Source: an optimization exercise on an open RTL-to-GDS flow (aim: small area, a short achievable clock period and few clock cycles per item). Production flows keep margins and buffers that such runs may drop.
Function was checked by simulation only, so behaviour that the tests miss may differ from the original.
Power figures rest on the tool's default switching activity, not on a simulated workload.

==> 11-15: inputs <==
// per_cell_moving_average
module per_cell_moving_average
(
    input  logic                     clk,
    input  logic                     rst_n,
    input  logic                     sample_valid,
    output logic                     sample_ready,
    input  logic [CELL_W-1:0]        cell_index,
    input  logic signed [DATA_W-1:0] voltage_sample,
    input  logic signed [DATA_W-1:0] impedance_sample,
    output logic                     average_valid,
    input  logic                     average_ready,
    output logic [CELL_W-1:0]        cell_out,
    output logic signed [DATA_W-1:0] voltage_average,
    output logic signed [DATA_W-1:0] impedance_average
);
clock: 12.0 ns
lec_check: 0
abc_clock_period_in_ps: 3000
cap_margin: 20
core_margin: 2
core_utilization: 55
place_density: 0.65
setup_slack_margin: 5
slew_margin: 20
run.sh (not shown) runs the stock make flow with config.mk's settings and CLKGATE_MAP_FILE= SYNTH_SCRIPT=/design/flow/synth_recipe.tcl, a recipe that flattens the netlist after the stock synthesis.
==> 04-20 (differences from 11-15) <==
--- a/flow/design.v
+++ b/flow/design.v
@@ -40,11 +40,11 @@
     always_comb
     begin
         en        = !(o_v && !average_ready);
         accept    = sample_valid && rdy_reg;
         take_skid = skid_v;
-        skid_load = accept && !en;
+        skid_load = !skid_v;
         src_v     = skid_v || accept;
         src_cell  = skid_v ? skid_cell : cell_index;
         a_inc     = (a_cnt == 2'd3) ? 2'd3 : a_cnt + 2'd1;
         rd_sel    = a_sel;
         for (int i = 0; i < CELLS; i++) begin
@@ -142,18 +142,17 @@
     logic [DATA_W-1:0] h2 [CELLS];
     logic [DATA_W-1:0]  skid_s;
     logic [DATA_W-1:0]  a_s;
     logic [SUM_W-1:0]   b_s, b_c;
     logic [SUM_W-1:0]   c_x;
-    logic [1:0]         c_m;
+    logic [1:0]         x_m3;
     logic [DATA_W-1:0]  d_r;
     logic [2:0]         d_kk;
     logic [DATA_W-1:0]  o_r;
     logic [DATA_W-1:0]  r0, r1, r2;
     logic [SUM_W-1:0]   e0, e1, e2, e3, s1, k1, s2, k2;
-    logic [SUM_W:0]     z;
-    logic [1:0]         m_next;
+    logic [SUM_W-1:0]   x_next;
     logic               neg;
     logic [2:0]         kk;
     logic [DATA_W-1:0]  nx, kc, u1, v1, u2, v2, t2, u4, v4, u5, v5, t4, qq, d_next, e_val;
     always_ff @(posedge clk)
     begin
@@ -210,25 +209,24 @@
         e1 = a_mask[0] ? SUM_W'(signed'(r0)) : '0;
         e2 = a_mask[1] ? SUM_W'(signed'(r1)) : '0;
         e3 = a_mask[2] ? SUM_W'(signed'(r2)) : '0;
         {k1, s1} = csa(e0, e1, e2);
         {k2, s2} = csa(s1, k1, e3);
-        z = (SUM_W+1)'(b_s) + (SUM_W+1)'(b_c);
-        m_next = mod3_add(mod3_add(mod3_u(b_s), mod3_u(b_c)),
-                          mod3_add(z[SUM_W] ? 2'd2 : 2'd0, z[SUM_W-1] ? 2'd2 : 2'd0));
+        x_next = b_s + b_c;
         neg = c_x[SUM_W-1];
         unique case (c_cnt)
             2'd0:    qq = c_x[DATA_W-1:0];
             2'd1:    qq = c_x[DATA_W:1] + DATA_W'(neg && c_x[0]);
             default: qq = c_x[DATA_W+1:2] + DATA_W'(neg && (c_x[1:0] != 2'd0));
         endcase
+        x_m3 = mod3_add(mod3_u(c_x), neg ? 2'd2 : 2'd0);
         if (!neg)
-            kk = {1'b0, c_m} + 3'd1;
-        else if (c_m == 2'd0)
+            kk = {1'b0, x_m3} + 3'd1;
+        else if (x_m3 == 2'd0)
             kk = 3'd1;
         else
-            kk = {1'b0, c_m} - 3'd2;
+            kk = {1'b0, x_m3} - 3'd2;
         nx = ~c_x[DATA_W-1:0];
         {v1, u1} = csa24(nx, nx << 2, nx << 4);
         {v2, u2} = csa24(u1, v1, nx << 6);
         t2 = u2 + v2;
         d_next = (c_cnt == 2'd2) ? t2 : qq;
@@ -253,12 +251,11 @@
         if (en)
         begin
             a_s <= take_skid ? skid_s : sample;
             b_s <= s2;
             b_c <= k2;
-            c_x <= z[SUM_W-1:0];
-            c_m <= m_next;
+            c_x <= x_next;
             d_r <= d_next;
             d_kk <= kk;
             o_r <= e_val;
         end
     end
==> flow/flow/run.sh (new file) <==
#!/bin/bash
# The standard layout (the standard.sh, unchanged synthesis and steps), with ORFS's timing
# repair asked to leave 7.8 ns of setup slack, so that it works on every path longer than
# about 4.2 ns instead of stopping once the 12 ns clock is met. The SDC is not touched.
set -euo pipefail
echo "export SETUP_SLACK_MARGIN = 7.8" >> config.mk
bash standard.sh > standard_make.log 2>&1
==> flow/standard.sh (new file) <==
#!/bin/bash
# synth_recipe.tcl (not shown) runs the flow's synth.tcl, then flattens the netlist and writes it again
# the make line also repeats each setting of config.mk as NAME=value (left out here)
make -C /OpenROAD-flow-scripts/flow DESIGN_CONFIG=/design/flow/config.mk WORK_HOME=/design/flow/orfs CLKGATE_MAP_FILE= SYNTH_SCRIPT=/design/flow/synth_recipe.tcl "${@:-finish}"
--- a/flow/config.mk
+++ b/flow/config.mk
@@ -6,9 +6,11 @@
 export NUM_CORES = 4
 export LEC_CHECK = 0
 export ABC_CLOCK_PERIOD_IN_PS = 3000
 export CAP_MARGIN = 20
 export CORE_MARGIN = 2
-export CORE_UTILIZATION = 55
-export PLACE_DENSITY = 0.65
-export SETUP_SLACK_MARGIN = 5
+export CORE_UTILIZATION = 62
+export CTS_CLUSTER_DIAMETER = 100
+export CTS_CLUSTER_SIZE = 25
+export PLACE_DENSITY = 0.72
 export SLEW_MARGIN = 20
+export SETUP_SLACK_MARGIN = 7.8
removed: flow/run.sh
==> impl_metrics.yaml <==
sta:
  finalCritPeriodShare_pct: 36.08
  tightest_slew_ns: 1.178
global_route:
  grtUsageTotal_pct: 38.16
power:
  clkPwrFrac_pct: 14.6
run_status:
  status: "no timing/DRC/antenna violations"
detailed_routing:
  wl_per_cell_um: 40.23
floorplanning:
  die_h_um: 566.9
(the above is from 04-20)
==> impl_metrics.yaml <==
sta:
  tightest_slew_ns: 1.319
  finalCritPeriodShare_pct: 57.70
detailed_routing:
  wl_per_cell_um: 38.41
global_route:
  grtUsageTotal_pct: 34.88
run_status:
  status: "no timing/DRC/antenna violations"
(the above is from 11-15)
Testbench counts of 11-15, summed over its fixed seeds: cycles 24,040, items 24,000.
Testbench counts of 04-20, summed over its fixed seeds: cycles 24,040, items 24,000.

-- re-timing with driven ports --
The flow's constraints put no driver on any port. The routed layouts listed below were extracted and timed again, unchanged, in two steps. Step 1 sets driving cells, clkbuf_16 on the clock port and buf_2 on the other inputs (assumed; they add their load-dependent delay and slew). Step 2 adds t to the input delays and takes it off the output delays; t is the mean of the earliest and latest rising clock arrival at the registers after step 1. Input paths then give back, and output paths get back, about the clock's delay inside the block. Three values: no drivers, after step 1, after step 2; two values: the first two.
run | shift t [ns] | setup slack, ns | clock arrival spread, ns | slew at the worst register clock pin (ns)
11-15 | 1.129 | 5.076 / 5.166 / 4.036 | 0.070 / 0.069 | 0.07 / 0.07
04-20 | 1.082 | 7.671 / 7.671 / 6.709 | 0.096 / 0.095 | 0.11 / 0.11
After both steps every run listed still meets setup and hold. For 11-15, which loses most, drivers alone change the setup slack by +0.090 ns; drivers and shift together by -1.040 ns.
